Background: an optimization exercise with open tools, aiming at small area, a short achievable clock period and few clock cycles per item. Do not read the settings as production practice.
Only simulation tests tie the RTL to the original design; equivalence was not proved.

==> design.v <==
package dit_fft_8_pkg;
    localparam int W    = 16;    
    localparam int FRAC = 8;     
    localparam int TW   = 181;   
    localparam int IW   = 20;
    typedef logic signed [IW-1:0] work_t;
    typedef logic        [W-1:0]  sample_t;
    typedef enum logic [2:0] {IDLE, LOAD, S1, S2, S3, DONE} state_t;
    typedef enum logic [1:0] {TW_W0, TW_W1, TW_W2, TW_W3} tw_sel_t;
    function automatic logic [2:0] bit_rev(input logic [2:0] i);
        bit_rev = {i[0], i[1], i[2]};
    endfunction
    function automatic work_t sm_to_tc(input sample_t sm);
        work_t mag;
        mag = work_t'({{(IW-W+1){1'b0}}, sm[W-2:0]});
        sm_to_tc = sm[W-1] ? -mag : mag;
    endfunction
    function automatic sample_t tc_to_sm(input work_t v);
        logic [IW-1:0] mag;
        mag = v[IW-1] ? -v : v;
        if (|mag[IW-1:W-1])
            tc_to_sm = {v[IW-1], {(W-1){1'b1}}};
        else
            tc_to_sm = {v[IW-1], mag[W-2:0]};
    endfunction
endpackage
module fft_tw_prod (
    input  logic signed [17:0] b,
    output logic        [19:0] uh,
    output logic        [19:0] vh,
    output logic               c
);
    logic [27:0] t7, t5, t4, t2, t0, s1, k1, s2, k2, u, v;
    logic [8:0]  lo;
    assign t0 = {{10{b[17]}}, b};
    assign t2 = t0 << 2;
    assign t4 = t0 << 4;
    assign t5 = t0 << 5;
    assign t7 = t0 << 7;
    assign s1 = t7 ^ t5 ^ t4;
    assign k1 = ((t7 & t5) | (t7 & t4) | (t5 & t4)) << 1;
    assign s2 = s1 ^ k1 ^ t2;
    assign k2 = ((s1 & k1) | (s1 & t2) | (k1 & t2)) << 1;
    assign u  = s2 ^ k2 ^ t0;
    assign v  = ((s2 & k2) | (s2 & t0) | (k2 & t0)) << 1;
    assign lo = {1'b0, u[7:0]} + {1'b0, v[7:0]};
    assign uh = u[27:8];
    assign vh = v[27:8];
    assign c  = lo[8];
endmodule
module fft_tw_sum (
    input  logic [19:0] x,
    input  logic [19:0] y,
    input  logic [19:0] z,
    input  logic [19:0] w,
    input  logic        ca,
    input  logic        cb,
    output logic [19:0] s,
    output logic [19:0] k
);
    logic [19:0] s1, k1;
    assign s1 = x ^ y ^ z;
    assign k1 = {((x[18:0] & y[18:0]) | (x[18:0] & z[18:0]) | (y[18:0] & z[18:0])), ca};
    assign s  = s1 ^ k1 ^ w;
    assign k  = {((s1[18:0] & k1[18:0]) | (s1[18:0] & w[18:0]) | (k1[18:0] & w[18:0])), cb};
endmodule
module dit_fft_8 (
    input  logic         clk,
    input  logic         RST_N,
    input  logic         write,
    input  logic         start,
    input  logic [dit_fft_8_pkg::W-1:0] in0_r, in1_r, in2_r, in3_r, in4_r, in5_r, in6_r, in7_r,
    input  logic [dit_fft_8_pkg::W-1:0] in0_i, in1_i, in2_i, in3_i, in4_i, in5_i, in6_i, in7_i,
    output logic [dit_fft_8_pkg::W-1:0] out0_r, out1_r, out2_r, out3_r, out4_r, out5_r, out6_r, out7_r,
    output logic [dit_fft_8_pkg::W-1:0] out0_i, out1_i, out2_i, out3_i, out4_i, out5_i, out6_i, out7_i,
    output logic         ready
);
    logic                    start_q, launch, busy;
    logic [7:0][15:0]        in_r, in_i, res_r, res_i;
    logic [7:0][15:0]        yp_r, yp_i;      
    logic [7:0]              sg_r, sg_i;      
    logic [7:0]              ng_r, ng_i;      
    logic [7:0][17:0]        b_r, b_i;        
    logic [7:0][17:0]        frm_r, frm_i;    
    logic [7:0][19:0]        x_r, x_i;        
    logic [7:0][19:0]        res_tr, res_ti;  
    assign in_r = {in7_r, in6_r, in5_r, in4_r, in3_r, in2_r, in1_r, in0_r};
    assign in_i = {in7_i, in6_i, in5_i, in4_i, in3_i, in2_i, in1_i, in0_i};
    assign {out7_r, out6_r, out5_r, out4_r, out3_r, out2_r, out1_r, out0_r} = res_r;
    assign {out7_i, out6_i, out5_i, out4_i, out3_i, out2_i, out1_i, out0_i} = res_i;
    assign launch = start & ~start_q;
    always_ff @(posedge clk or posedge RST_N) begin
        if (RST_N) start_q <= 1'b0;
        else       start_q <= start;
    end
    always_comb begin
        for (int n = 0; n < 8; n++) begin
            sg_r[n] = in_r[n][15];
            sg_i[n] = in_i[n][15];
            ng_r[n] = ~in_r[n][15];
            ng_i[n] = ~in_i[n][15];
            yp_r[n] = {in_r[n][15], in_r[n][14:0] ^ {15{in_r[n][15]}}};
            yp_i[n] = {in_i[n][15], in_i[n][14:0] ^ {15{in_i[n][15]}}};
        end
    end
    function automatic logic [17:0] add4(input logic [17:0] w1, input logic [17:0] w2,
                                         input logic [17:0] w3, input logic [17:0] w4,
                                         input logic e1, input logic e2, input logic e3);
        logic [17:0] s1, k1, s2, k2;
        logic [18:0] t;
        s1 = w1 ^ w2 ^ w3;
        k1 = {((w1[16:0] & w2[16:0]) | (w1[16:0] & w3[16:0]) | (w2[16:0] & w3[16:0])), e1};
        s2 = s1 ^ k1 ^ w4;
        k2 = {((s1[16:0] & k1[16:0]) | (s1[16:0] & w4[16:0]) | (k1[16:0] & w4[16:0])), e2};
        t  = {s2, 1'b1} + {k2, e3};
        add4 = t[18:1];
    endfunction
    for (genvar g = 0; g < 2; g++) begin : g_s12
        localparam int NA = g, NB = g + 4, NC = g + 2, ND = g + 6;
        logic [17:0] pa_r, pb_r, pc_r, pa_i, pb_i, pc_i;
        logic [17:0] nb_r, nc_r, nb_i, nc_i;
        logic [17:0] md_r, md_i, gd_r, gd_i, xd_r, xd_i, nd_r, nd_i;
        assign pa_r = {{2{yp_r[NA][15]}}, yp_r[NA]};
        assign pb_r = {{2{yp_r[NB][15]}}, yp_r[NB]};  assign nb_r = ~pb_r;
        assign pc_r = {{2{yp_r[NC][15]}}, yp_r[NC]};  assign nc_r = ~pc_r;
        assign pa_i = {{2{yp_i[NA][15]}}, yp_i[NA]};
        assign pb_i = {{2{yp_i[NB][15]}}, yp_i[NB]};  assign nb_i = ~pb_i;
        assign pc_i = {{2{yp_i[NC][15]}}, yp_i[NC]};  assign nc_i = ~pc_i;
        assign md_r = {3'b000, in_r[ND][14:0]};
        assign md_i = {3'b000, in_i[ND][14:0]};
        assign gd_r = ~md_r + 18'd1;
        assign gd_i = ~md_i + 18'd1;
        assign xd_r = sg_r[ND] ? gd_r : md_r;  assign nd_r = sg_r[ND] ? md_r : gd_r;
        assign xd_i = sg_i[ND] ? gd_i : md_i;  assign nd_i = sg_i[ND] ? md_i : gd_i;
        assign b_r[4*g+0] = add4(pa_r, pb_r, pc_r, xd_r, sg_r[NA], sg_r[NB], sg_r[NC]);
        assign b_i[4*g+0] = add4(pa_i, pb_i, pc_i, xd_i, sg_i[NA], sg_i[NB], sg_i[NC]);
        assign b_r[4*g+2] = add4(pa_r, pb_r, nc_r, nd_r, sg_r[NA], sg_r[NB], ng_r[NC]);
        assign b_i[4*g+2] = add4(pa_i, pb_i, nc_i, nd_i, sg_i[NA], sg_i[NB], ng_i[NC]);
        assign b_r[4*g+1] = add4(pa_r, nb_r, pc_i, nd_i, sg_r[NA], ng_r[NB], sg_i[NC]);
        assign b_i[4*g+1] = add4(pa_i, nb_i, nc_r, xd_r, sg_i[NA], ng_i[NB], ng_r[NC]);
        assign b_r[4*g+3] = add4(pa_r, nb_r, nc_i, xd_i, sg_r[NA], ng_r[NB], ng_i[NC]);
        assign b_i[4*g+3] = add4(pa_i, nb_i, pc_r, nd_r, sg_i[NA], ng_i[NB], sg_r[NC]);
    end
    always_ff @(posedge clk or posedge RST_N) begin
        if (RST_N) begin
            frm_r <= '0;
            frm_i <= '0;
        end else if (write) begin
            frm_r <= b_r;
            frm_i <= b_i;
        end
    end
    logic signed [17:0] f0r, f0i, f2r, f2i, f4r, f4i, f6r, f6i;
    assign f0r = frm_r[0];  assign f0i = frm_i[0];
    assign f2r = frm_r[2];  assign f2i = frm_i[2];
    assign f4r = frm_r[4];  assign f4i = frm_i[4];
    assign f6r = frm_r[6];  assign f6i = frm_i[6];
    assign x_r[0] = 20'(f0r + f4r);  assign x_i[0] = 20'(f0i + f4i);
    assign x_r[4] = 20'(f0r - f4r);  assign x_i[4] = 20'(f0i - f4i);
    assign x_r[2] = 20'(f2r + f6i);  assign x_i[2] = 20'(f2i - f6r);
    assign x_r[6] = 20'(f2r - f6i);  assign x_i[6] = 20'(f2i + f6r);
    logic [19:0] u5r, v5r, u5i, v5i, u7r, v7r, u7i, v7i;
    logic        c5r, c5i, c7r, c7i;
    fft_tw_prod u_p5r (.b(frm_r[5]), .uh(u5r), .vh(v5r), .c(c5r));
    fft_tw_prod u_p5i (.b(frm_i[5]), .uh(u5i), .vh(v5i), .c(c5i));
    fft_tw_prod u_p7r (.b(frm_r[7]), .uh(u7r), .vh(v7r), .c(c7r));
    fft_tw_prod u_p7i (.b(frm_i[7]), .uh(u7i), .vh(v7i), .c(c7i));
    logic [19:0] s5s, k5s, s5d, k5d, s7s, k7s, s7d, k7d;
    fft_tw_sum u_t5s (.x(u5r), .y(v5r), .z(u5i), .w(v5i), .ca(c5r), .cb(c5i), .s(s5s), .k(k5s));
    fft_tw_sum u_t5d (.x(~u5r), .y(~v5r), .z(u5i), .w(v5i), .ca(~c5r), .cb(c5i), .s(s5d), .k(k5d));
    fft_tw_sum u_t7s (.x(u7r), .y(v7r), .z(u7i), .w(v7i), .ca(c7r), .cb(c7i), .s(s7s), .k(k7s));
    fft_tw_sum u_t7d (.x(~u7r), .y(~v7r), .z(u7i), .w(v7i), .ca(~c7r), .cb(c7i), .s(s7d), .k(k7d));
    logic signed [19:0] f1r, f1i, f3r, f3i;
    assign f1r = {{2{frm_r[1][17]}}, frm_r[1]};  assign f1i = {{2{frm_i[1][17]}}, frm_i[1]};
    assign f3r = {{2{frm_r[3][17]}}, frm_r[3]};  assign f3i = {{2{frm_i[3][17]}}, frm_i[3]};
    assign x_r[1] = f1r + s5s + k5s;
    assign x_r[5] = f1r - s5s - k5s;
    assign x_i[1] = f1i + s5d + k5d + 20'd1;
    assign x_i[5] = f1i - s5d - k5d - 20'd1;
    assign x_r[3] = f3r + s7d + k7d + 20'd1;
    assign x_r[7] = f3r - s7d - k7d - 20'd1;
    assign x_i[3] = f3i - s7s - k7s;
    assign x_i[7] = f3i + s7s + k7s;
    always_ff @(posedge clk) begin
        res_tr <= x_r;
        res_ti <= x_i;
    end
    function automatic logic [15:0] sm_out(input logic [19:0] v);
        logic        s, sat;
        logic [14:0] orp;
        s      = v[19];
        orp    = {v[13:0], 1'b0};
        for (int l = 1; l < 16; l = l * 2)
            for (int i = 14; i >= 0; i--)
                if ((i & l) != 0) orp[i] = orp[i] | orp[(i & ~(2 * l - 1)) + l - 1];
        sat    = (v[19:15] != {5{s}}) | (s & ~(orp[14] | v[14]));
        sm_out = {s, (v[14:0] ^ ({15{s}} & orp)) | {15{sat}}};
    endfunction
    always_comb begin
        for (int i = 0; i < 8; i++) begin
            res_r[i] = sm_out(res_tr[i]);
            res_i[i] = sm_out(res_ti[i]);
        end
    end
    always_ff @(posedge clk or posedge RST_N) begin
        if (RST_N) begin
            busy  <= 1'b0;
            ready <= 1'b0;
        end else begin
            busy  <= launch;
            if (busy)                  ready <= 1'b1;
            else if (launch || write)  ready <= 1'b0;
        end
    end
endmodule
==> run.sh <==
#!/bin/bash
# synth_recipe.tcl (not shown) runs the flow's synth.tcl, then flattens the netlist and writes it again
# the make line also repeats each setting of config.mk as NAME=value (left out here)
make -C /OpenROAD-flow-scripts/flow DESIGN_CONFIG=/design/flow/config.mk WORK_HOME=/design/flow/orfs CLKGATE_MAP_FILE= SYNTH_SCRIPT=/design/flow/synth_recipe.tcl finish
==> config.mk <==
export PLATFORM = sky130hd
export DESIGN_NAME = dit_fft_8
export DESIGN_NICKNAME = dit_fft_8
export VERILOG_FILES = /design/flow/design.v
export SDC_FILE = /design/flow/constraint.sdc
export NUM_CORES = 4
export LEC_CHECK = 0
export ABC_AREA = 1
export CAP_MARGIN = 20
export CORE_MARGIN = 2
export CORE_UTILIZATION = 40
export SETUP_SLACK_MARGIN = 5
export SLEW_MARGIN = 20
==> constraint.sdc <==
create_clock -name core_clock -period 11.0 [get_ports {clk}]
set_input_delay 2.2000 -clock core_clock [delete_from_list [all_inputs] [get_ports {clk}]]
set_output_delay 2.2000 -clock core_clock [all_outputs]
set_load 0.01 [all_outputs]
==> out/results.ini, run 1 <==
[min_path]
hold_start=start_q
min_to=busy
min_path_cells=1
hp-class=reg -> reg

[routing]
wire_per_inst_um=20.1
drt-initial-drc-count=6748
postRouteAntennaNets=0
vias=80900
vias_per_cell=5.06
drt_wl_total_um=321000
drc_errors=0
drtPass1Iterations=9

[yosys]
netlist_area_mm2=0.0887
yosys.area.top_type=fa_1
synth_edf_count=0
synth-main-ff-cell=dfxtp_1
yosysTopAreaCellShare_pct=21.8
synthTopCellsByArea=fa_1 22%, nand2_1 13%, inv_1 11%, ha_1 9.5%, dfrtp_1 8.2%
seq_area_frac_synth_pct=15.2
synth_fp_nets=14400
synth_area_per_cell_um2=7.08
syn_inst=12500
synthDistinctLibCells=56
ys_async_sr_fraction_pct=48.6
yosysWarnings=1
ys_ff_latch=599

[clock_tree]
root_buffer=clkbuf_16
cts_tree=yes
cts_buffers=75
cts_max_level=3
cts.path.max_buffers=3
cts-hold-fix-buffers=0
clk_pin_slew_ns=0.06
cts_sinks=599
insertion_delay_ns=0.73

[timing]
fmax_ghz=0.168
relSlewSlack_pct=32.4
fin_ws_ns=5.05
fin_crit_ns=5.95
rsz0062_at_grt=true
setup_viol=0
skew_ns=0.0313
tightest_slew_ns=1.01
slew_viol_final=0
setup-tns-final_ns=0
period_share_pct=54.1
hold_violations=0
whs_ns=0.412

[placement]
pre_cts_ws_ns=4.13
dp.cells=15800
portBuffers=516
hpwlAfterDp_um=278000
place_congestion=1.04

[grt]
grt_pass1_wl_um=481000
grt_use_met2_pct=44.4
top_usage_layer=met2
antenna_found_initial=19
first_global_vias=77700
grt_max_degree=149
grt.total_usage_pct=28.2
grt-ovfl-total=0
grt_util_met3_pct=4.51
grtUsageMet1_pct=39.1

[floorplan]
coreArea_mm2=0.220
die_h_um=475
rows=172
dieArea_mm2=0.226
ios=517
start_util_pct=40.3
die_w_um=475

[cells_and_area]
stdcell_count=16000
drive_gt1_share_pct=3.42
area_delta_synth_final_pct=12.4
fin_nets=14900

[worst_setup_path]
path_class=in -> reg
r2r-start=frm_r[127]
worst_r2r_path_depth=26
worst_ep_required_time_ns=11.56
cp-end-kind=register
r2r-end=res_ti[74]
r2r_slack_ns=5.29
cp_data_arrival_time_ns=6.51
critPathMaxFanout=24
start_kind=input pin

[run_status]
status=finished clean

[flow_run]
max-cap-violations=0

metrics by stage:
step	util [%]	instance area, um2
floorplan	-	88700
global placement	43.9	96700
detailed placement	43.9	96700
CTS	45.1	99300
global route	45.3	99700
finish	45.3	99700
Yosys cell counts (18+ instances only):
cell type / instances
buf_2: 101
dfrtp_1: 291
or2_2: 128
nor3_1: 130
a21oi_1: 537
o21ai_0: 490
xor2_1: 304
a31oi_1: 37
clkbuf_1: 85
fa_1: 968
o22ai_1: 35
xnor2_1: 329
inv_1: 2531
nand3b_1: 111
dfxtp_1: 308
nand3_1: 1062
o21a_1: 18
nor4_1: 21
o21ai_1: 24
buf_4: 28
nor2_1: 804
a21o_1: 33
o21bai_1: 92
nand4_1: 134
ha_1: 672
nand2_1: 3110
o31ai_1: 24
critical path: stages:
cell	delay, ns
buf_2	0.09
buf_4	0.30
xnor2_1	0.79
inv_1	0.22
fa_1	0.62
inv_1	0.07
fa_1	0.53
inv_1	0.06
ha_1	0.35
a21oi_1	0.34
nor2_1	0.07
nor2_1	0.09
nand2_1	0.12
o21ai_0	0.48
o21ai_0	0.16
flip-flops by register name (all words and copies together), names as in the netlist:
| name | flops |
|---|---|
| res_ti | 154 |
| res_tr | 154 |
| frm_i | 144 |
| frm_r | 144 |
| busy | 1 |
| ready | 1 |
| start_q | 1 |
worst max path at each step:
stage,startpoint,to,slack [ns],cells after the start
detailed placement,in0_r[15],frm_r[8],4.13,15
global route,in1_i[15],frm_i[112],4.91,13
finish,in3_r[15],frm_i[132],5.05,15
floorplan,RST_N,busy,4.94,1
global placement,in0_r[15],frm_r[35],4.14,14
CTS,frm_r[129],res_ti[74],5.05,23
cells in the final DEF (no fill, tap or decap), drive strengths merged, types with 35 or more instances in the layout:
| cell type | Yosys | final |
|---|---|---|
| a21oi | 537 | 537 |
| a31oi | 37 | 37 |
| buf | 149 | 73 |
| clkbuf | 88 | 105 |
| clkdlybuf4s50 | 0 | 505 |
| dfrtp | 291 | 291 |
| dfxtp | 308 | 308 |
| fa | 968 | 968 |
| ha | 672 | 672 |
| inv | 2545 | 2545 |
| nand2 | 3118 | 3118 |
| nand3 | 1062 | 1062 |
| nand3b | 111 | 111 |
| nand4 | 134 | 134 |
| nor2 | 822 | 822 |
| nor3 | 147 | 147 |
| o21ai | 517 | 517 |
| o21bai | 94 | 94 |
| o22ai | 35 | 35 |
| or2 | 134 | 134 |
| xnor2 | 330 | 330 |
| xor2 | 305 | 305 |
repair_timing:
item,in CTS,in global routing
pin swaps,0,2
gates cloned,0,1
buffers inserted,0,23
endpoints found under the setup margin,11,119
gates resized for setup,1,58
final cells by class:
| cell class | instances | area [um2] |
|---|---|---|
| Multi-Input combinational cell | 9161 | 64700 |
| Sequential cell | 599 | 13500 |
| Tap cell | 2958 | 3700 |
| Clock inverter | 35 | 450 |
| Inverter | 2546 | 9590 |
| Fill cell | 22900 | 120000 |
| Clock buffer | 104 | 2210 |
| Antenna cell | 3 | 7.51 |
| Timing Repair inverter | 1 | 7.51 |
| Timing Repair Buffer | 580 | 5620 |
cells by family after synthesis:
group,count (synthesis),share of synthesized area [%]
simple gates,5565,26.9
buf+inv,2783,12.2
fa+ha+maj,1642,31.3
compound gates,1319,8.18
xor+xnor,635,6.28
flops,599,15.2
routing by layer:
layer / share of wire, % / vias to the layer above / routed length [um]
li1: - / 39500 / -
met1: 45 / 38200 / 143000
met2: 44 / 2698 / 141000
met3: 7.2 / 424 / 23200
met4: 4.1 / 18 / 13100
met5: 0.068 / - / 218
Testbench counts, summed over its fixed seeds: cycles 1,920, items 960.
==> run 2, diff against run 1 <==
==> flow/run.sh (new file) <==
#!/bin/bash
# The standard layout, except that the port buffers are buf_2 cells rather than the cell
# buffer_ports picks by default (a clkdlybuf4s50_1 delay cell). The make run's full output goes
# to flow_make.log here; ORFS keeps each step's own log under orfs/logs/.
set -euo pipefail
export BUFFER_PORTS_ARGS="-buffer_cell sky130_fd_sc_hd__buf_2"
bash standard.sh > flow_make.log 2>&1
==> standard.sh (new file) <==
#!/bin/bash
# synth_recipe.tcl (not shown) runs the flow's synth.tcl, then flattens the netlist and writes it again
# the make line also repeats each setting of config.mk as NAME=value (left out here)
make -C /OpenROAD-flow-scripts/flow DESIGN_CONFIG=/design/flow/config.mk WORK_HOME=/design/flow/orfs CLKGATE_MAP_FILE= SYNTH_SCRIPT=/design/flow/synth_recipe.tcl "${@:-finish}"
--- a/config.mk
+++ b/config.mk
@@ -5,9 +5,9 @@
 export SDC_FILE = /design/flow/constraint.sdc
 export NUM_CORES = 4
 export LEC_CHECK = 0
-export ABC_AREA = 1
 export CAP_MARGIN = 20
 export CORE_MARGIN = 2
 export CORE_UTILIZATION = 40
 export SETUP_SLACK_MARGIN = 5
 export SLEW_MARGIN = 20
+export TNS_END_PERCENT = 30
removed: run.sh
==> run 2 against run 1 <==
  * Cell count down 24%
  * Routed wire length down 17%
  * Sequential cell count unchanged
  * Worst hold slack about the same
  * Non-clock buffer count up 149
  * Critical endpoint is now res_ti[72]
  * Highest routed layer unchanged
==> out/results.ini, run 2 <==
[clock_tree]
cts_tree=yes  ; unchanged
root_buffer=clkbuf_16  ; unchanged
cts_max_level=3  ; unchanged
cts-hold-fix-buffers=0  ; unchanged
insertion_delay_ns=0.73  ; about the same
clk_pin_slew_ns=0.06  ; about the same
cts.path.max_buffers=3  ; unchanged
cts_sinks=599  ; unchanged
cts_buffers=79  ; was 75

[worst_setup_path]
path_class=reg -> reg  ; was in -> reg
r2r_slack_ns=4.82  ; was 5.29 ns
max_stage_delay_ns=0.59  ; was 0.79 ns
worst-path-stages=25  ; was 15
cp_num_buf_inv=6  ; was 5
cp-end-kind=register  ; unchanged
r2r-start=frm_i[130]  ; was frm_r[127]
start_kind=register  ; was input pin
cp_data_arrival_time_ns=6.78  ; was 6.51 ns
r2r-end=res_ti[72]  ; was res_ti[74]
critPathMaxFanout=3  ; was 24
worst_r2r_path_depth=25  ; was 26
slowest_stage=fa_2  ; was xnor2_1
crit_end=res_ti[72]  ; was frm_i[132]
worst_ep_required_time_ns=11.60  ; was 11.56 ns
crit_family=adder cells  ; unchanged
startpoint=frm_i[130]  ; was in3_r[15]

[yosys]
yosysTopAreaCellShare_pct=24.6  ; was 21.8%
ys_top_cells_by_count=1,642 x inv_1, 968 x fa_1, 672 x ha_1, 596 x nand2_1, 549 x xnor2_1  ; was 3,110 x nand2_1, 2,531 x inv_1, 1,062 x nand3_1, 968 x fa_1, 804 x nor2_1
synth_compound_area_share_pct=13.0  ; was 8.18%
synth-main-ff-cell=dfxtp_1  ; unchanged
synth_adder_area_share_pct=35.7  ; was 31.3%
synth_xor_area_share_pct=11.8  ; was 6.28%
seq_area_frac_synth_pct=17.1  ; was 15.2%
synthDistinctLibCells=81  ; was 56
muxShareOfSynthArea_pct=1.82  ; was 0%
synth_edf_count=0  ; unchanged
synth_area_per_cell_um2=8.93  ; was 7.08 um2
synth_top_family_by_area=adder cells  ; unchanged
yosys.cell_count.top_type=inv_1  ; was nand2_1
netlist_area_mm2=0.0788  ; was 0.0887 mm2
syn_inst=8831  ; was 12,500
synthTopCellsByArea=fa_1 25%, ha_1 11%, dfrtp_1 9.2%, dfxtp_1 7.8%, inv_1 7.8%  ; was fa_1 22%, nand2_1 13%, inv_1 11%, ha_1 9.5%, dfrtp_1 8.2%
synth-simple-area-share_pct=11.6  ; was 26.9%
synth_fp_nets=10700  ; was 14,400
ys_ff_latch=599  ; unchanged
yosys.area.top_type=fa_1  ; unchanged
ys_async_sr_fraction_pct=48.6  ; unchanged
yosysWarnings=1  ; unchanged

[routing]
drt_wl_total_um=267000  ; was 321,000 um
drtPass1Iterations=6  ; was 9
vias=63000  ; was 80,900
drc_errors=0  ; unchanged
wire_per_inst_um=22.0  ; was 20.1 um
postRouteAntennaNets=0  ; unchanged
drt-initial-drc-count=4214  ; was 6,748
vias_per_cell=5.20  ; was 5.06

[timing]
tightest_slew_ns=1.16  ; was 1.01 ns
fmax_ghz=0.162  ; was 0.168 GHz
rsz0062_at_grt=true  ; unchanged
relSlewSlack_pct=21.9  ; was 32.4%
period_share_pct=56.2  ; was 54.1%
setup-tns-final_ns=0  ; unchanged
slew_viol_final=0  ; unchanged
skew_ns=0.0313  ; about the same
fin_crit_ns=6.18  ; was 5.95 ns
setup_viol=0  ; unchanged
hold_violations=0  ; unchanged

[placement]
portBuffers=516  ; unchanged
place_congestion=1.02  ; was 1.04
hpwlAfterDp_um=225000  ; was 278,000 um

[floorplan]
rows=162  ; was 172
dieArea_mm2=0.201  ; was 0.226 mm2
die_h_um=448  ; was 475 um
coreArea_mm2=0.195  ; was 0.220 mm2
die_w_um=448  ; was 475 um
start_util_pct=40.3  ; about the same
ios=517  ; unchanged

[grt]
grt_max_degree=133  ; was 149
first_global_vias=63100  ; was 77,700
antenna_found_initial=35  ; was 19
grt_pass1_wl_um=393000  ; was 481,000 um
grt-ovfl-total=0  ; unchanged
grt.total_usage_pct=26.2  ; was 28.2%

[cells_and_area]
drive_gt1_share_pct=15.5  ; was 3.42%
area_delta_synth_final_pct=16.1  ; was 12.4%
fin_nets=11300  ; was 14,900
final_common_cell=inv_1  ; was nand2_1
top_regs=res_ti x154, res_tr x154  ; unchanged
layout_common_cells=1,607 x inv_1, 931 x fa_1, 655 x ha_1, 591 x nand2_1, 502 x xnor2_1  ; was 3,110 x nand2_1, 2,524 x inv_1, 1,062 x nand3_1, 964 x fa_1, 802 x nor2_1

[min_path]
hp-class=reg -> reg  ; unchanged

[run_status]
status=finished clean  ; unchanged

[flow_run]
max-cap-violations=0  ; unchanged

## run 2: layout make-up
class                           count  area, um2
Fill cell                       18800     104000
Multi-Input combinational cell   6379      61200
Sequential cell                   599      13500
Inverter                         1642       6200
Timing Repair Buffer              729       4600
Tap cell                         2624       3280
Clock buffer                      102       2230
Clock inverter                     46        450
Antenna cell                       13       32.5
## run 2: logic make-up (layout without fill, tap and decap cells)
logic type,count (synthesis),count (layout)
adder cells (fa/ha/maj),1677,1677
multiplexers,133,133
other,0,13
flip-flops,599,599
XOR/XNOR,1063,1063
AND/OR/NAND/NOR,1891,1891
buffers and inverters,1856,2519
AO/OA/AOI/OAI,1612,1615
## run 2: worst min-delay path by stage
stage | endpoint | start | depth (start not counted) | slack, ns
2_1_floorplan | busy | start_q | 1 | 0.39
3_5_place_dp | busy | start_q | 1 | 0.41
6_report | busy | start_q | 1 | 0.41
4_1_cts | busy | start_q | 1 | 0.42
3_3_place_gp | busy | start_q | 1 | 0.40
5_1_grt | busy | start_q | 1 | 0.45
## run 2: timing repair
action                                  4_1_cts  5_1_grt
pin swaps                                    44      126
endpoints found under the setup margin      360      352
cloned                                        4        5
gates resized for setup                     197      359
setup buffers                                64       96
## run 2: per-stage QoR
step           hold slack, ns  utilization (%)  cell area [um2]  instances  setup slack [ns]
6_report                0.413             46.8            91500      12100              4.82
5_1_grt                 0.453             46.8            91500      12100              4.66
4_1_cts                 0.415             45.5            88900      12000              4.84
3_5_place_dp            0.406             43.4            84700      11800              3.42
3_3_place_gp            0.401             43.4            84700      11800              3.52
2_1_floorplan           0.389                -            79600       8831              4.86
## run 2: layer usage
metal  share of wire, %  GRT usage, %
met5              0.031             0
met4                4.8          10.6
met2                 45          42.0
met1                 44          36.0
met3                5.6          3.24
## run 2: worst register-to-register path, stage by stage, from the launching register on
cell and delay (ns):
dfrtp_2 0.41, buf_6 0.13, fa_1 0.54, inv_2 0.04, fa_1 0.53, fa_2 0.49, xnor2_2 0.15, xnor2_1 0.19
inv_1 0.09, fa_2 0.59, inv_2 0.05, fa_1 0.51, inv_1 0.07, ha_2 0.17, or2_4 0.24, fa_2 0.35
a21o_1 0.17, a21oi_2 0.16, nor2b_1 0.08, o21ai_2 0.20, a21oi_4 0.10, a41oi_2 0.27, buf_4 0.15, nor2_2 0.03
or2_4 0.22, xor2_1 0.13
==> run 3, diff against run 2 <==
--- a/design.v
+++ b/design.v
@@ -189,10 +189,8 @@
         logic        s, sat;
         logic [14:0] orp;
         s      = v[19];
-        orp    = {v[13:0], 1'b0};
-        for (int l = 1; l < 16; l = l * 2)
-            for (int i = 14; i >= 0; i--)
-                if ((i & l) != 0) orp[i] = orp[i] | orp[(i & ~(2 * l - 1)) + l - 1];
+        orp[0] = 1'b0;
+        for (int i = 1; i < 15; i++) orp[i] = orp[i-1] | v[i-1];
         sat    = (v[19:15] != {5{s}}) | (s & ~(orp[14] | v[14]));
         sm_out = {s, (v[14:0] ^ ({15{s}} & orp)) | {15{sat}}};
     endfunction
--- a/config.mk
+++ b/config.mk
@@ -10,4 +10,3 @@
 export CORE_UTILIZATION = 40
 export SETUP_SLACK_MARGIN = 5
 export SLEW_MARGIN = 20
-export TNS_END_PERCENT = 30
==> run 3 against run 2 <==
  * Global-route usage rose by 1.3 points
  * Routed wire length rose by 4.0%
  * Via count fell by 1.0%
==> out/results.ini, run 3 <==
[routing]
drc_errors=0  ; unchanged
vias=62400  ; was 63,000
drt-initial-drc-count=4468  ; was 4,214
vias_per_cell=5.17  ; was 5.20
wire_per_inst_um=23.0  ; was 22.0 um
drt_wl_total_um=278000  ; was 267,000 um
drtPass1Iterations=7  ; was 6
postRouteAntennaNets=0  ; unchanged

[timing]
rsz0062_at_grt=true  ; unchanged
period_share_pct=56.7  ; was 56.2%
slew_viol_final=0  ; unchanged
tightest_slew_ns=1.17  ; was 1.16 ns
fin_ws_ns=4.77  ; was 4.82 ns
whs_ns=0.420  ; was 0.413 ns
fin_crit_ns=6.23  ; was 6.18 ns
setup_viol=0  ; unchanged
hold_violations=0  ; unchanged
setup-tns-final_ns=0  ; unchanged
fmax_ghz=0.160  ; was 0.162 GHz
skew_ns=0.0422  ; was 0.0313 ns
relSlewSlack_pct=21.7  ; was 21.9%

[grt]
antenna_found_initial=21  ; was 35
grt.total_usage_pct=27.6  ; was 26.2%
grt-ovfl-total=0  ; unchanged
grtUsageMet1_pct=36.9  ; was 36.0%
top_usage_layer=met2  ; unchanged
grt_use_met2_pct=43.9  ; was 42.0%
grt_util_met3_pct=2.91  ; was 3.24%
first_global_vias=62900  ; was 63,100
grt_pass1_wl_um=405000  ; was 393,000 um
grt_max_degree=163  ; was 133

[clock_tree]
cts_max_level=3  ; unchanged
insertion_delay_ns=0.74  ; was 0.73 ns
cts-hold-fix-buffers=0  ; unchanged
cts_tree=yes  ; unchanged
cts.path.max_buffers=3  ; unchanged
cts_buffers=76  ; was 79
cts_sinks=599  ; unchanged
clk_pin_slew_ns=0.06  ; about the same
root_buffer=clkbuf_16  ; unchanged

[min_path]
hp-class=reg -> reg  ; unchanged
min_to=busy  ; unchanged
hold_start=start_q  ; unchanged
min_path_cells=1  ; unchanged

[cells_and_area]
fin_nets=11300  ; about the same
final_common_cell=inv_1  ; unchanged
layout_common_cells=1,576 x inv_1, 947 x fa_1, 652 x ha_1, 588 x nand2_1, 502 x xnor2_1  ; was 1,607 x inv_1, 931 x fa_1, 655 x ha_1, 591 x nand2_1, 502 x xnor2_1
drive_gt1_share_pct=16.1  ; was 15.5%
top_regs=res_ti x154, res_tr x154  ; unchanged
area_delta_synth_final_pct=17.3  ; was 16.1%

[worst_setup_path]
path_class=reg -> out  ; was reg -> reg
r2r_slack_ns=4.80  ; was 4.82 ns
r2r-end=res_ti[79]  ; was res_ti[72]
critPathMaxFanout=7  ; was 3
worst_r2r_path_depth=24  ; was 25
cp_data_arrival_time_ns=4.03  ; was 6.78 ns
cp-end-kind=output pin  ; was register
start_kind=register  ; unchanged
r2r-start=frm_r[130]  ; was frm_i[130]
worst_ep_required_time_ns=8.80  ; was 11.60 ns

[placement]
portBuffers=516  ; unchanged
place_congestion=1.05  ; was 1.02
pre_cts_ws_ns=3.65  ; was 3.42 ns
hpwlAfterDp_um=237000  ; was 225,000 um

[yosys]
netlist_area_mm2=0.0783  ; was 0.0788 mm2
synthTopCellsByArea=fa_1 25%, ha_1 11%, dfrtp_1 9.3%, dfxtp_1 7.9%, inv_1 7.6%  ; was fa_1 25%, ha_1 11%, dfrtp_1 9.2%, dfxtp_1 7.8%, inv_1 7.8%
yosysWarnings=1  ; unchanged
ys_ff_latch=599  ; unchanged
ys_top_cells_by_count=1,595 x inv_1, 974 x fa_1, 666 x ha_1, 652 x nand2_1, 558 x xnor2_1  ; was 1,642 x inv_1, 968 x fa_1, 672 x ha_1, 596 x nand2_1, 549 x xnor2_1
synth-main-ff-cell=dfxtp_1  ; unchanged
seq_area_frac_synth_pct=17.2  ; was 17.1%
syn_inst=8775  ; was 8,831
synth_fp_nets=10700  ; about the same
yosys.area.top_type=fa_1  ; unchanged
ys_async_sr_fraction_pct=48.6  ; unchanged
synth_edf_count=0  ; unchanged
synthDistinctLibCells=73  ; was 81
synth_area_per_cell_um2=8.92  ; was 8.93 um2
yosysTopAreaCellShare_pct=24.9  ; was 24.6%
yosys.cell_count.top_type=inv_1  ; unchanged

[flow_run]
max-cap-violations=0  ; unchanged

[floorplan]
die_w_um=446  ; was 448 um
die_h_um=446  ; was 448 um
dieArea_mm2=0.199  ; was 0.201 mm2
coreArea_mm2=0.195  ; about the same
rows=162  ; unchanged
start_util_pct=40.2  ; was 40.3%
ios=517  ; unchanged

[run_status]
status=finished clean  ; unchanged

## run 3: per-stage QoR
stage	area (um2)	cells	utilization, %
3_3_place_gp	84400	11800	43.3
4_1_cts	89600	12000	46.0
6_report	91800	12100	47.1
2_1_floorplan	79200	8775	-
5_1_grt	91800	12100	47.1
3_5_place_dp	84400	11800	43.3
## run 3: cell type report
type,count,area [um2]
well taps,2624,3280
fillers,18600,103000
diodes,11,27.5
clock buffers,97,2150
flip-flops and latches,599,13500
repair buffers,713,4820
clock inverters,45,584
inverters,1596,6020
multi-input cells,6394,61400
## run 3: per-layer routing
| metal | wire, um | up-vias |
|---|---|---|
| met4 | 16800 | 8 |
| met3 | 13100 | 398 |
| li1 | - | 29200 |
| met1 | 122000 | 31100 |
| met2 | 126000 | 1729 |
| met5 | 87 | - |
## run 3: logic make-up after synthesis
family | Yosys count | share of synthesized area (%)
flops | 599 | 17.2
fa+ha+maj | 1660 | 35.8
simple gates | 1967 | 12.1
buf+inv | 1790 | 8.77
xor+xnor | 1075 | 12.0
compound gates | 1554 | 12.3
mux | 130 | 1.80
## run 3: worst max-delay path by stage
stage	from	end	slack, ns
detailed placement	in4_i[15]	frm_i[17]	3.65
floorplan	RST_N	busy	4.94
global placement	in4_i[15]	frm_i[17]	3.67
CTS	res_tr[40]	out6_r[0]	4.72
finish	res_tr[121]	out6_r[0]	4.77
global route	frm_r[130]	res_ti[79]	4.68
## run 3: timing repair
item,4_1_cts,5_1_grt
setup endpoints to repair,352,310
buffers inserted,106,52
gates resized for setup,351,380
cloned,7,1
pin swaps,81,157
## run 3: worst max-delay path, cell delays in order, from the launching register on
cell      delay (ns)
dfxtp_2         0.34
or4_4           0.55
or3_4           0.36
or4_4           0.47
or3_4           0.35
or3_4           0.37
o31ai_4         0.22
buf_12          0.17
nand2_8         0.13
nand2b_4        0.21
buf_6           0.13
Testbench counts of run 3, summed over its fixed seeds: cycles 1,920, items 960.
==> run 4, diff against run 3 <==
==> flow/run.sh (replaced) <==
#!/bin/bash
# The standard layout, except that the port buffers are buf_2 cells rather than the cell
# buffer_ports picks by default (a clkdlybuf4s50_1 delay cell), and timing repair aims at a
# setup slack of 6.5 ns. The make run's full output goes to flow_make.log here; ORFS keeps each
# step's own log under orfs/logs/.
set -euo pipefail
export BUFFER_PORTS_ARGS="-buffer_cell sky130_fd_sc_hd__buf_2"
export SETUP_SLACK_MARGIN=6.5
bash standard.sh > flow_make.log 2>&1
--- a/config.mk
+++ b/config.mk
@@ -8,5 +8,4 @@
 export CAP_MARGIN = 20
 export CORE_MARGIN = 2
 export CORE_UTILIZATION = 40
-export SETUP_SLACK_MARGIN = 5
 export SLEW_MARGIN = 20
==> run 4 against run 3 <==
  * Still clean
  * Sequential share of layout area shrank 2.6 points
  * First-iteration DRC count decreased by 4.3%
  * Die area unchanged
  * Global-route usage is 1.7 points higher
  * Worst setup slack got worse by 0.061 ns
  * Worst hold slack worse by 0.0075 ns
==> out/results.ini, run 4 <==
[run_status]
status=finished clean  ; unchanged

[yosys]
yosys.area.top_type=fa_1  ; unchanged
synthTopCellsByArea=fa_1 25%, ha_1 11%, dfrtp_1 9.3%, dfxtp_1 7.9%, inv_1 7.6%  ; unchanged
synth_area_per_cell_um2=8.92  ; unchanged
ys_ff_latch=599  ; unchanged
ys_async_sr_fraction_pct=48.6  ; unchanged
seq_area_frac_synth_pct=17.2  ; unchanged
yosysTopAreaCellShare_pct=24.9  ; unchanged
synth_edf_count=0  ; unchanged
yosys.cell_count.top_type=inv_1  ; unchanged
synth-main-ff-cell=dfxtp_1  ; unchanged
ys_top_cells_by_count=1,595 x inv_1, 974 x fa_1, 666 x ha_1, 652 x nand2_1, 558 x xnor2_1  ; unchanged
synth_fp_nets=10700  ; unchanged
yosysWarnings=1  ; unchanged
synthDistinctLibCells=73  ; unchanged
syn_inst=8775  ; unchanged
netlist_area_mm2=0.0783  ; unchanged

[placement]
pre_cts_ws_ns=4.09  ; was 3.65 ns
placed_area_mm2=0.0893  ; was 0.0844 mm2
portBuffers=516  ; unchanged
place_congestion=1.01  ; was 1.05
hpwlAfterDp_um=236000  ; was 237,000 um

[timing]
rsz0062_at_grt=true  ; unchanged
fmax_ghz=0.159  ; was 0.160 GHz
fin_ws_ns=4.71  ; was 4.77 ns
setup-tns-final_ns=0  ; unchanged
tightest_slew_ns=1.11  ; was 1.17 ns
setup_viol=0  ; unchanged
whs_ns=0.413  ; was 0.420 ns
slew_viol_final=0  ; unchanged
skew_ns=0.0309  ; was 0.0422 ns
period_share_pct=57.2  ; was 56.7%
relSlewSlack_pct=25.8  ; was 21.7%
fin_crit_ns=6.29  ; was 6.23 ns
hold_violations=0  ; unchanged

[worst_setup_path]
worst_ep_required_time_ns=11.61  ; was 8.80 ns
cp_data_arrival_time_ns=6.90  ; was 4.03 ns
critPathMaxFanout=2  ; was 7
start_kind=register  ; unchanged
slowest_stage=fa_2  ; was or4_4
cpMostUsedCell=buf_4  ; was or3_4
cp-end-kind=register  ; was output pin
path_class=reg -> reg  ; was reg -> out
max_stage_delay_ns=0.58  ; was 0.55 ns

[routing]
drc_errors=0  ; unchanged
drtPass1Iterations=6  ; was 7
vias_per_cell=5.16  ; was 5.17
vias=66300  ; was 62,400
drt-initial-drc-count=4276  ; was 4,468
postRouteAntennaNets=0  ; unchanged
drt_wl_total_um=298000  ; was 278,000 um
wire_per_inst_um=23.2  ; was 23.0 um

[cells_and_area]
finish.instance_area_mm2=0.112  ; was 0.0918 mm2
top_regs=res_ti x154, res_tr x154  ; unchanged
final_common_cell=inv_1  ; unchanged
num-fill-cells=16600  ; was 18,600
fin_util_pct=57.5  ; was 47.1%
drive_gt1_share_pct=37.8  ; was 16.1%
area_delta_synth_final_pct=43.2  ; was 17.3%
layout_common_cells=1,397 x inv_1, 842 x fa_1, 581 x buf_4, 495 x buf_6, 472 x ha_1  ; was 1,576 x inv_1, 947 x fa_1, 652 x ha_1, 588 x nand2_1, 502 x xnor2_1
regArea_mm2=0.0136  ; was 0.0135 mm2
multi_input_area_mm2=0.0732  ; was 0.0614 mm2
fin_nets=12100  ; was 11,300

[floorplan]
rows=162  ; unchanged
ios=517  ; unchanged
die_w_um=446  ; unchanged
coreArea_mm2=0.195  ; unchanged
dieArea_mm2=0.199  ; unchanged
start_util_pct=40.2  ; unchanged
die_h_um=446  ; unchanged

[clock_tree]
cts_max_level=3  ; unchanged
cts_buffers=75  ; was 76
insertion_delay_ns=0.71  ; was 0.74 ns
cts_sinks=599  ; unchanged
cts.path.max_buffers=3  ; unchanged
clk_pin_slew_ns=0.06  ; about the same
root_buffer=clkbuf_16  ; unchanged
cts_tree=yes  ; unchanged

[flow_run]
max-cap-violations=0  ; unchanged

[grt]
antenna_found_initial=23  ; was 21
grt_pass1_wl_um=433000  ; was 405,000 um
grt-ovfl-total=0  ; unchanged
first_global_vias=68300  ; was 62,900
grt.total_usage_pct=29.3  ; was 27.6%
grt_max_degree=183  ; was 163

[min_path]
hp-class=reg -> reg  ; unchanged

[run 4: metal layers]
metal  share of wire, %  up-vias  GRT usage [%]  wire length, um
met5              0.011        -              0               33
met4                5.9        6           14.1            17500
met3                4.6      505           3.30            13600
met2                 47     1770           48.9           142000
met1                 42    33300           37.8           125000
li1                   -    30700              -                -
[run 4: stage by stage]
stage | cells
after floorplan | 8775
after detailed placement | 11800
after global routing | 12800
after CTS | 12600
final | 12800
after global placement | 11800
[run 4: timing repair]
item | 4_1_cts | 5_1_grt
setup buffers | 654 | 271
hold buffers | 0 | 0
resized for setup | 1732 | 784
endpoints found under the setup margin | 671 | 646
pin swaps | 798 | 741
cloned | 23 | 0
[run 4: logic make-up (layout without fill, tap and decap cells)]
family                     after synthesis  in the layout  share of synthesized area (%)
AOI/OAI and AO/OA                     1554           1554                           12.3
buffers and inverters                 1790           3219                           8.77
adders and majority gates             1660           1660                           35.8
muxes                                  130            130                           1.80
xor gates and xnor gates              1075           1075                           12.0
other                                    0             13                              0
DFF                                    599            599                           17.2
and+or+nand+nor                       1967           1975                           12.1
[run 4: worst max-delay path, delay by kind of cell (launching register included)]
kind	cells	cell delay (ns)
DFF	1	0.42
adders and majority gates	5	2.68
buffers and inverters	23	2.62
xor gates and xnor gates	1	0.20
and+or+nand+nor	2	0.24
[run 4: area by class of cell]
type / instances / share of cell area, %
Multi-Input combinational cell: 6394 / 65.3
Sequential cell: 599 / 12.1
Timing Repair Buffer: 1486 / 12.1
Inverter: 1596 / 5.39
Tap cell: 2624 / 2.93
Clock buffer: 103 / 1.93
Clock inverter: 34 / 0.286
Antenna cell: 13 / 0.0290
[run 4: path summary, 6_finish.rpt]
path                            startpoint          to  slack (ns)  depth (start not counted)
worst max-delay path             frm_r[94]  res_tr[20]        4.71                         31
worst min-delay path               start_q        busy        0.41                          1
worst max register to register   frm_r[94]  res_tr[20]        4.71                         31
worst min register to register     start_q        busy        0.41                          1
max in group asynchronous            RST_N    frm_i[9]        7.44                          4
min in group asynchronous            RST_N   frm_i[25]        1.56                          2
==> run 5, diff against run 4 <==
--- a/design.v
+++ b/design.v
@@ -189,8 +189,10 @@
         logic        s, sat;
         logic [14:0] orp;
         s      = v[19];
-        orp[0] = 1'b0;
-        for (int i = 1; i < 15; i++) orp[i] = orp[i-1] | v[i-1];
+        orp    = {v[13:0], 1'b0};
+        for (int l = 1; l < 16; l = l * 2)
+            for (int i = 14; i >= 0; i--)
+                if ((i & l) != 0) orp[i] = orp[i] | orp[(i & ~(2 * l - 1)) + l - 1];
         sat    = (v[19:15] != {5{s}}) | (s & ~(orp[14] | v[14]));
         sm_out = {s, (v[14:0] ^ ({15{s}} & orp)) | {15{sat}}};
     endfunction
==> flow/run.sh (replaced) <==
#!/bin/bash
# The standard layout, except that the port buffers are buf_2 cells rather than the cell
# buffer_ports picks by default (a clkdlybuf4s50_1 delay cell), and timing repair aims at a
# setup slack of 5.5 ns. The make run's full output goes to flow_make.log here; ORFS keeps each
# step's own log under orfs/logs/.
set -euo pipefail
export BUFFER_PORTS_ARGS="-buffer_cell sky130_fd_sc_hd__buf_2"
export SETUP_SLACK_MARGIN=5.5
bash standard.sh > flow_make.log 2>&1
--- a/config.mk
+++ b/config.mk
@@ -5,6 +5,7 @@
 export SDC_FILE = /design/flow/constraint.sdc
 export NUM_CORES = 4
 export LEC_CHECK = 0
+export ABC_AREA = 1
 export CAP_MARGIN = 20
 export CORE_MARGIN = 2
 export CORE_UTILIZATION = 40
==> run 5 against run 4 <==
  * Still clean on timing, DRC and antenna
  * Sequential share of layout area is 1.5 points higher
  * Die area is 13% higher
  * Routed wire length rose by 7.9%
  * Sequential cell count stayed put
  * Register-to-register slack better by 0.95 ns
  * Cell count grew 25%
  * Via count grew 22%
  * Synthesized area grew 13%
  * Fmax is 16% higher
  * Synthesized cell count is 43% higher
==> out/results.ini, run 5 <==
[grt]
grt_max_degree=145  ; was 183
antenna_found_initial=32  ; was 23
first_global_vias=77700  ; was 68,300
grt_pass1_wl_um=480000  ; was 433,000 um
grt-ovfl-total=0  ; unchanged
grt.total_usage_pct=28.3  ; was 29.3%

[timing]
hold_violations=0  ; unchanged
rsz0062_at_grt=true  ; unchanged
period_share_pct=49.1  ; was 57.2%
slew_viol_final=0  ; unchanged
skew_ns=0.0352  ; was 0.0309 ns
fin_crit_ns=5.40  ; was 6.29 ns
tightest_slew_ns=0.965  ; was 1.11 ns
relSlewSlack_pct=35.0  ; was 25.8%
setup-tns-final_ns=0  ; unchanged
setup_viol=0  ; unchanged
fmax_ghz=0.185  ; was 0.159 GHz

[floorplan]
die_h_um=475  ; was 446 um
coreArea_mm2=0.220  ; was 0.195 mm2
start_util_pct=40.3  ; was 40.2%
rows=172  ; was 162
ios=517  ; unchanged
dieArea_mm2=0.226  ; was 0.199 mm2
die_w_um=475  ; was 446 um

[cells_and_area]
drive_gt1_share_pct=9.20  ; was 37.8%
finish.instance_area_mm2=0.0990  ; was 0.112 mm2
top_regs=res_ti x154, res_tr x154  ; unchanged
layout_common_cells=3,097 x nand2_1, 2,513 x inv_1, 1,057 x nand3_1, 956 x fa_1, 796 x nor2_1  ; was 1,397 x inv_1, 842 x fa_1, 581 x buf_4, 495 x buf_6, 472 x ha_1
final_common_cell=nand2_1  ; was inv_1
area_delta_synth_final_pct=11.5  ; was 43.2%
fin_util_pct=45.0  ; was 57.5%
num-fill-cells=22900  ; was 16,600
fin_nets=14900  ; was 12,100

[yosys]
seq_area_frac_synth_pct=15.2  ; was 17.2%
syn_inst=12500  ; was 8,775
synth-main-ff-cell=dfxtp_1  ; unchanged
synth_edf_count=0  ; unchanged
synth_fp_nets=14400  ; was 10,700
ys_async_sr_fraction_pct=48.6  ; unchanged
synthTopCellsByArea=fa_1 22%, nand2_1 13%, inv_1 11%, ha_1 9.5%, dfrtp_1 8.2%  ; was fa_1 25%, ha_1 11%, dfrtp_1 9.3%, dfxtp_1 7.9%, inv_1 7.6%
ys_ff_latch=599  ; unchanged
synth_area_per_cell_um2=7.08  ; was 8.92 um2
netlist_area_mm2=0.0887  ; was 0.0783 mm2
yosysWarnings=1  ; unchanged
yosys.area.top_type=fa_1  ; unchanged
synthDistinctLibCells=56  ; was 73
yosysTopAreaCellShare_pct=21.8  ; was 24.9%
ys_top_cells_by_count=3,110 x nand2_1, 2,531 x inv_1, 1,062 x nand3_1, 968 x fa_1, 804 x nor2_1  ; was 1,595 x inv_1, 974 x fa_1, 666 x ha_1, 652 x nand2_1, 558 x xnor2_1
yosys.cell_count.top_type=nand2_1  ; was inv_1

[routing]
drt_wl_total_um=322000  ; was 298,000 um
drtPass1Iterations=6  ; unchanged
vias=80900  ; was 66,300
vias_per_cell=5.04  ; was 5.16
drt-initial-drc-count=6930  ; was 4,276
drc_errors=0  ; unchanged
postRouteAntennaNets=0  ; unchanged
wire_per_inst_um=20.1  ; was 23.2 um

[worst_setup_path]
start_kind=input pin  ; was register
path_class=in -> reg  ; was reg -> reg
critPathMaxFanout=16  ; was 2
cp-end-kind=register  ; unchanged
r2r_slack_ns=5.66  ; was 4.71 ns
cp_data_arrival_time_ns=5.95  ; was 6.90 ns
worst_ep_required_time_ns=11.55  ; was 11.61 ns

[clock_tree]
cts_tree=yes  ; unchanged
cts_buffers=76  ; was 75
root_buffer=clkbuf_16  ; unchanged
cts_max_level=3  ; unchanged
clk_pin_slew_ns=0.06  ; about the same
insertion_delay_ns=0.74  ; was 0.71 ns
cts_sinks=599  ; unchanged
cts.path.max_buffers=3  ; unchanged
cts-hold-fix-buffers=0  ; unchanged

[min_path]
hp-class=reg -> reg  ; unchanged

[run_status]
status=finished clean  ; unchanged

[placement]
placed_area_mm2=0.0942  ; was 0.0893 mm2
hpwlAfterDp_um=278000  ; was 236,000 um
portBuffers=516  ; unchanged
place_congestion=1.06  ; was 1.01

[flow_run]
max-cap-violations=0  ; unchanged

-- run 5: area by class of cell --
cell class / instances / area, um2 / area share, %
Antenna cell: 7 / 17.5 / 0.0177
Sequential cell: 599 / 13500 / 13.6
Tap cell: 2958 / 3700 / 3.74
Clock inverter: 46 / 596 / 0.602
Clock buffer: 93 / 2010 / 2.03
Multi-Input combinational cell: 9161 / 66000 / 66.7
Timing Repair inverter: 4 / 30.0 / 0.0303
Inverter: 2546 / 9620 / 9.72
Timing Repair Buffer: 621 / 3490 / 3.52
-- run 5: final timing paths --
path	start	end	cells past startpoint
setup / recovery	in1_i[15]	frm_i[120]	14
hold / removal	start_q	busy	1
hold reg to reg	start_q	busy	1
min in group asynchronous	RST_N	frm_r[87]	3
max in group asynchronous	RST_N	frm_r[95]	5
setup reg to reg	frm_r[129]	res_ti[74]	27
-- run 5: cell families after synthesis --
kind of cell,after synthesis,share of synthesized area [%]
flip-flops,599,15.2
adder cells (fa/ha/maj),1642,31.3
AND/OR/NAND/NOR,5565,26.9
XOR/XNOR,635,6.28
buffers and inverters,2783,12.2
AO/OA/AOI/OAI,1319,8.18
-- run 5: through the flow --
step	instances	worst slack (ns)	hold WS, ns
floorplan	12500	4.94	0.387
global placement	15800	4.52	0.406
detailed placement	15800	4.52	0.408
CTS	16000	5.48	0.416
global route	16000	5.46	0.433
finish	16000	5.60	0.409
-- run 5: worst max-delay path, stage by stage --
cell and delay, ns:
clkbuf_4 0.36, xnor2_1 0.90, fa_1 0.59, fa_1 0.54, inv_1 0.05, ha_1 0.35, nand2_1 0.15, inv_1 0.05
nand2_1 0.07, nand2_1 0.06, a21oi_1 0.26, nand3_1 0.12, nand3_1 0.13, o21ai_0 0.10
-- run 5: layer usage --
metal  global-route usage, %  share of wire [%]
met1                    39.5                 45
met3                    3.38                6.5
met5                       0              0.034
met4                    9.61                3.9
met2                    45.1                 44
-- run 5: repair_timing --
| action | in CTS | in global routing |
|---|---|---|
| buffers inserted | 11 | 59 |
| pin swaps | 2 | 21 |
| endpoints found under the setup margin | 84 | 237 |
| gates cloned | 0 | 4 |
| gates resized for setup | 48 | 281 |
Testbench counts of run 5, summed over its fixed seeds: cycles 1,920, items 960.
==> run 6, diff against run 5 <==
--- a/design.v
+++ b/design.v
@@ -166,21 +166,33 @@
     fft_tw_prod u_p7r (.b(frm_r[7]), .uh(u7r), .vh(v7r), .c(c7r));
     fft_tw_prod u_p7i (.b(frm_i[7]), .uh(u7i), .vh(v7i), .c(c7i));
     logic [19:0] s5s, k5s, s5d, k5d, s7s, k7s, s7d, k7d;
-    fft_tw_sum u_t5s (.x(u5r), .y(v5r), .z(u5i), .w(v5i), .ca(c5r), .cb(c5i), .s(s5s), .k(k5s));
-    fft_tw_sum u_t5d (.x(~u5r), .y(~v5r), .z(u5i), .w(v5i), .ca(~c5r), .cb(c5i), .s(s5d), .k(k5d));
-    fft_tw_sum u_t7s (.x(u7r), .y(v7r), .z(u7i), .w(v7i), .ca(c7r), .cb(c7i), .s(s7s), .k(k7s));
-    fft_tw_sum u_t7d (.x(~u7r), .y(~v7r), .z(u7i), .w(v7i), .ca(~c7r), .cb(c7i), .s(s7d), .k(k7d));
+    fft_tw_sum u_t5s (.x(u5r), .y(v5r), .z(u5i), .w(v5i), .ca(1'b0), .cb(1'b0), .s(s5s), .k(k5s));
+    fft_tw_sum u_t5d (.x(~u5r), .y(~v5r), .z(u5i), .w(v5i), .ca(1'b1), .cb(1'b0), .s(s5d), .k(k5d));
+    fft_tw_sum u_t7s (.x(u7r), .y(v7r), .z(u7i), .w(v7i), .ca(1'b0), .cb(1'b0), .s(s7s), .k(k7s));
+    fft_tw_sum u_t7d (.x(~u7r), .y(~v7r), .z(u7i), .w(v7i), .ca(1'b1), .cb(1'b0), .s(s7d), .k(k7d));
+    function automatic logic [19:0] fin(input logic [19:0] a, input logic [19:0] s,
+                                        input logic [19:0] k, input logic sub,
+                                        input logic e1, input logic e2);
+        logic [19:0] ws, wk, fs, fk;
+        logic [20:0] t;
+        ws = sub ? ~s : s;
+        wk = sub ? ~k : k;
+        fs = a ^ ws ^ wk;
+        fk = {((a[18:0] & ws[18:0]) | (a[18:0] & wk[18:0]) | (ws[18:0] & wk[18:0])), sub ? ~e1 : e1};
+        t  = {fs, 1'b1} + {fk, sub ? ~e2 : e2};
+        fin = t[20:1];
+    endfunction
     logic signed [19:0] f1r, f1i, f3r, f3i;
     assign f1r = {{2{frm_r[1][17]}}, frm_r[1]};  assign f1i = {{2{frm_i[1][17]}}, frm_i[1]};
     assign f3r = {{2{frm_r[3][17]}}, frm_r[3]};  assign f3i = {{2{frm_i[3][17]}}, frm_i[3]};
-    assign x_r[1] = f1r + s5s + k5s;
-    assign x_r[5] = f1r - s5s - k5s;
-    assign x_i[1] = f1i + s5d + k5d + 20'd1;
-    assign x_i[5] = f1i - s5d - k5d - 20'd1;
-    assign x_r[3] = f3r + s7d + k7d + 20'd1;
-    assign x_r[7] = f3r - s7d - k7d - 20'd1;
-    assign x_i[3] = f3i - s7s - k7s;
-    assign x_i[7] = f3i + s7s + k7s;
+    assign x_r[1] = fin(f1r, s5s, k5s, 1'b0, c5r, c5i);
+    assign x_r[5] = fin(f1r, s5s, k5s, 1'b1, c5r, c5i);
+    assign x_i[1] = fin(f1i, s5d, k5d, 1'b0, c5i, ~c5r);
+    assign x_i[5] = fin(f1i, s5d, k5d, 1'b1, c5i, ~c5r);
+    assign x_r[3] = fin(f3r, s7d, k7d, 1'b0, c7i, ~c7r);
+    assign x_r[7] = fin(f3r, s7d, k7d, 1'b1, c7i, ~c7r);
+    assign x_i[3] = fin(f3i, s7s, k7s, 1'b1, c7r, c7i);
+    assign x_i[7] = fin(f3i, s7s, k7s, 1'b0, c7r, c7i);
     always_ff @(posedge clk) begin
         res_tr <= x_r;
         res_ti <= x_i;
==> flow/run.sh (replaced) <==
#!/bin/bash
# The standard layout, except that the port buffers are buf_2 cells rather than the cell
# buffer_ports picks by default (a clkdlybuf4s50_1 delay cell), and timing repair aims at a
# setup slack of 6.0 ns. The make run's full output goes to flow_make.log here; ORFS keeps each
# step's own log under orfs/logs/.
set -euo pipefail
export BUFFER_PORTS_ARGS="-buffer_cell sky130_fd_sc_hd__buf_2"
export SETUP_SLACK_MARGIN=6.0
bash standard.sh > flow_make.log 2>&1
==> run 6 against run 5 <==
  * Sequential cell count is 3 lower
  * Synthesized area fell by 0.35%
  * Via count rose by 5.2%
  * Global-route usage increased by 2.0 points
  * Critical path type is now reg -> reg
  * Worst hold slack got worse by 0.0034 ns
  * Critical endpoint is now res_ti[112]
  * Synthesized cell count is 0.43% lower
  * Non-clock buffer count up 301
  * Core utilization increased by 6.1 points
  * Largest cell class unchanged
==> out/results.ini, run 6 <==
[run_status]
status=finished clean  ; unchanged

[yosys]
yosys.area.top_type=fa_1  ; unchanged
yosys.cell_count.top_type=nand2_1  ; unchanged
ys_async_sr_fraction_pct=48.8  ; was 48.6%
seq_area_frac_synth_pct=15.1  ; was 15.2%
synth_area_per_cell_um2=7.08  ; about the same
synthDistinctLibCells=57  ; was 56
synth-main-ff-cell=dfxtp_1  ; unchanged
yosysTopAreaCellShare_pct=20.1  ; was 21.8%
synth_edf_count=0  ; unchanged
ys_ff_latch=596  ; was 599
yosysWarnings=1  ; unchanged
syn_inst=12500  ; about the same

[cells_and_area]
layout_common_cells=2,835 x nand2_1, 2,014 x inv_1, 903 x nand3_1, 789 x nor2_1, 766 x fa_1  ; was 3,097 x nand2_1, 2,513 x inv_1, 1,057 x nand3_1, 956 x fa_1, 796 x nor2_1
finish.instance_area_mm2=0.112  ; was 0.0990 mm2
top_register=res_ti
largest_reg_flops=153
final_common_cell=nand2_1  ; unchanged
area_delta_synth_final_pct=26.8  ; was 11.5%
fin_nets=15100  ; was 14,900
num-fill-cells=21400  ; was 22,900
drive_gt1_share_pct=23.3  ; was 9.20%
top_regs=res_ti x153, res_tr x152  ; was res_ti x154, res_tr x154

[grt]
grt_max_degree=126  ; was 145
grt-ovfl-total=0  ; unchanged
first_global_vias=80600  ; was 77,700
antenna_found_initial=19  ; was 32

[floorplan]
die_h_um=474  ; was 475 um
coreArea_mm2=0.220  ; about the same
dieArea_mm2=0.225  ; was 0.226 mm2

[worst_setup_path]
worst_r2r_path_depth=21  ; was 27
path_class=reg -> reg  ; was in -> reg
cp-end-kind=register  ; unchanged
cp_data_arrival_time_ns=5.80  ; was 5.95 ns
max_stage_delay_ns=0.68  ; was 0.90 ns
start_kind=register  ; was input pin
critPathMaxFanout=4  ; was 16
cpMostUsedCell=fa_1  ; was nand2_1
slowest_stage=fa_2  ; was xnor2_1

[timing]
relSlewSlack_pct=34.2  ; was 35.0%
tightest_slew_ns=0.987  ; was 0.965 ns
period_share_pct=47.5  ; was 49.1%
fin_ws_ns=5.78  ; was 5.60 ns
fin_crit_ns=5.22  ; was 5.40 ns
slew_viol_final=0  ; unchanged
fmax_ghz=0.191  ; was 0.185 GHz
skew_ns=0.0579  ; was 0.0352 ns

[clock_tree]
insertion_delay_ns=0.74  ; about the same
cts.path.max_buffers=3  ; unchanged
clk_pin_slew_ns=0.06  ; about the same
root_buffer=clkbuf_16  ; unchanged
cts-hold-fix-buffers=0  ; unchanged
cts_max_level=3  ; unchanged
cts_buffers=77  ; was 76
cts_sinks=596  ; was 599

[routing]
postRouteAntennaNets=0  ; unchanged
vias=85000  ; was 80,900
drt_wl_total_um=354000  ; was 322,000 um
drc_errors=0  ; unchanged
vias_per_cell=5.22  ; was 5.04
drt-initial-drc-count=7451  ; was 6,930
drtPass1Iterations=6  ; unchanged
wire_per_inst_um=21.7  ; was 20.1 um

[placement]
portBuffers=516  ; unchanged
place_congestion=1.03  ; was 1.06
hpwlAfterDp_um=296000  ; was 278,000 um
dp.cells=15800  ; about the same

[min_path]
hp-class=reg -> reg  ; unchanged

[flow_run]
max-cap-violations=0  ; unchanged

==> run 6: changes by cell type after synthesis, sizes merged, moves of 57 or more <==
cell	before	now
o21a	18	78
nand2	3118	3061
inv	2545	2240
fa	968	888
nor2	822	963
a21oi	537	609
xor2	305	371
==> run 6: cell families after synthesis <==
group | count (synthesis) | synth area share, %
simple gates | 5578 | 27.1
buf+inv | 2464 | 10.8
fa+ha+maj | 1602 | 30.2
compound gates | 1542 | 9.75
xor+xnor | 703 | 6.96
flops | 596 | 15.1
mux | 4 | 0.0509
==> run 6: routing by layer <==
layer	track usage [%]	vias up	part of all wire [%]
li1	-	40600	-
met1	41.6	40900	44
met2	48.1	2935	45
met3	4.42	525	6.8
met4	11.4	10	4.5
met5	0	-	0.016
==> run 6: area by class of cell <==
type                       count  share of cell area [%]
clock buffer                 108                    2.08
clock inverter                35                   0.292
sequential                   596                    12.0
timing repair inverter         4                  0.0268
multi-input combinational   9429                    69.0
antenna                       15                  0.0335
inverter                    2240                    7.60
timing repair buffer         922                    5.65
tap                         2958                    3.30
==> run 6: worst paths after layout <==
kind	start	slack [ns]	to
worst min register to register	start_q	0.41	busy
max in group asynchronous	RST_N	7.55	frm_i[107]
worst max-delay path	frm_r[92]	5.78	res_ti[112]
min in group asynchronous	RST_N	1.40	frm_r[39]
worst max register to register	frm_r[92]	5.78	res_ti[112]
worst min-delay path	start_q	0.41	busy
==> run 6: repair_timing <==
action                                  CTS  global route
pin swaps                                76           456
setup buffers                           118           246
gates resized for setup                 459          1301
endpoints found under the setup margin  377           359
hold endpoints to repair                  0             0
cloned                                    5             8
==> run 6: metrics by stage <==
| stage | utilization [%] | hold WS [ns] |
|---|---|---|
| after detailed placement | 45.0 | 0.402 |
| after CTS | 47.4 | 0.410 |
| after global routing | 51.0 | 0.439 |
| after floorplan | - | 0.387 |
| final | 51.0 | 0.406 |
| after global placement | 45.0 | 0.400 |
==> run 6: critical path, delay by kind of cell (launching register included) <==
family                     cells  cell delay, ns
xor gates and xnor gates       2            0.30
buffers and inverters          6            0.58
AOI/OAI and AO/OA              2            0.38
and+or+nand+nor                5            0.47
adders and majority gates      6            2.92
DFF                            1            0.45
Testbench counts of run 6, summed over its fixed seeds: cycles 1,920, items 960.

## what the ideal ports hide
Ports are ideal in the flow. The routed layouts listed here were re-timed in OpenROAD. Step 1 sets driving cells, clkbuf_16 on the clock port and buf_2 on the other inputs (assumed; they add their load-dependent delay and slew). Step 2 times the ports against the registers' clock, not the clock port: input delays grow and output delays shrink by t, the midpoint of the rising clock arrivals with the driver on. a / b / c = no drivers / after step 1 / after step 2; a / b = the first two.
| run | t, ns | setup slack, ns | worst setup path after step 2 | worst register clock-pin slew, ns | worst data-port slew with drivers (ns) |
|---|---|---|---|---|---|
| run 1 | 0.811 | 5.049 / 5.129 / 4.318 | input to register | 0.07 / 0.07 | 0.20 |
| run 2 | 0.809 | 4.818 / 4.810 / 4.152 | input to register | 0.07 / 0.07 | 0.16 |
| run 3 | 0.812 | 4.768 / 4.670 / 4.231 | input to register | 0.08 / 0.08 | 0.18 |
| run 4 | 0.787 | 4.707 / 4.672 / 4.546 | input to register | 0.07 / 0.07 | 0.21 |
| run 5 | 0.810 | 5.597 / 5.656 / 4.846 | input to register | 0.07 / 0.07 | 0.17 |
| run 6 | 0.808 | 5.775 / 5.775 / 5.239 | input to register | 0.07 / 0.07 | 0.28 |
After both steps setup and hold are still met in every run listed. For run 5, which loses most, drivers alone change the setup slack by +0.059 ns; drivers and shift together by -0.751 ns.
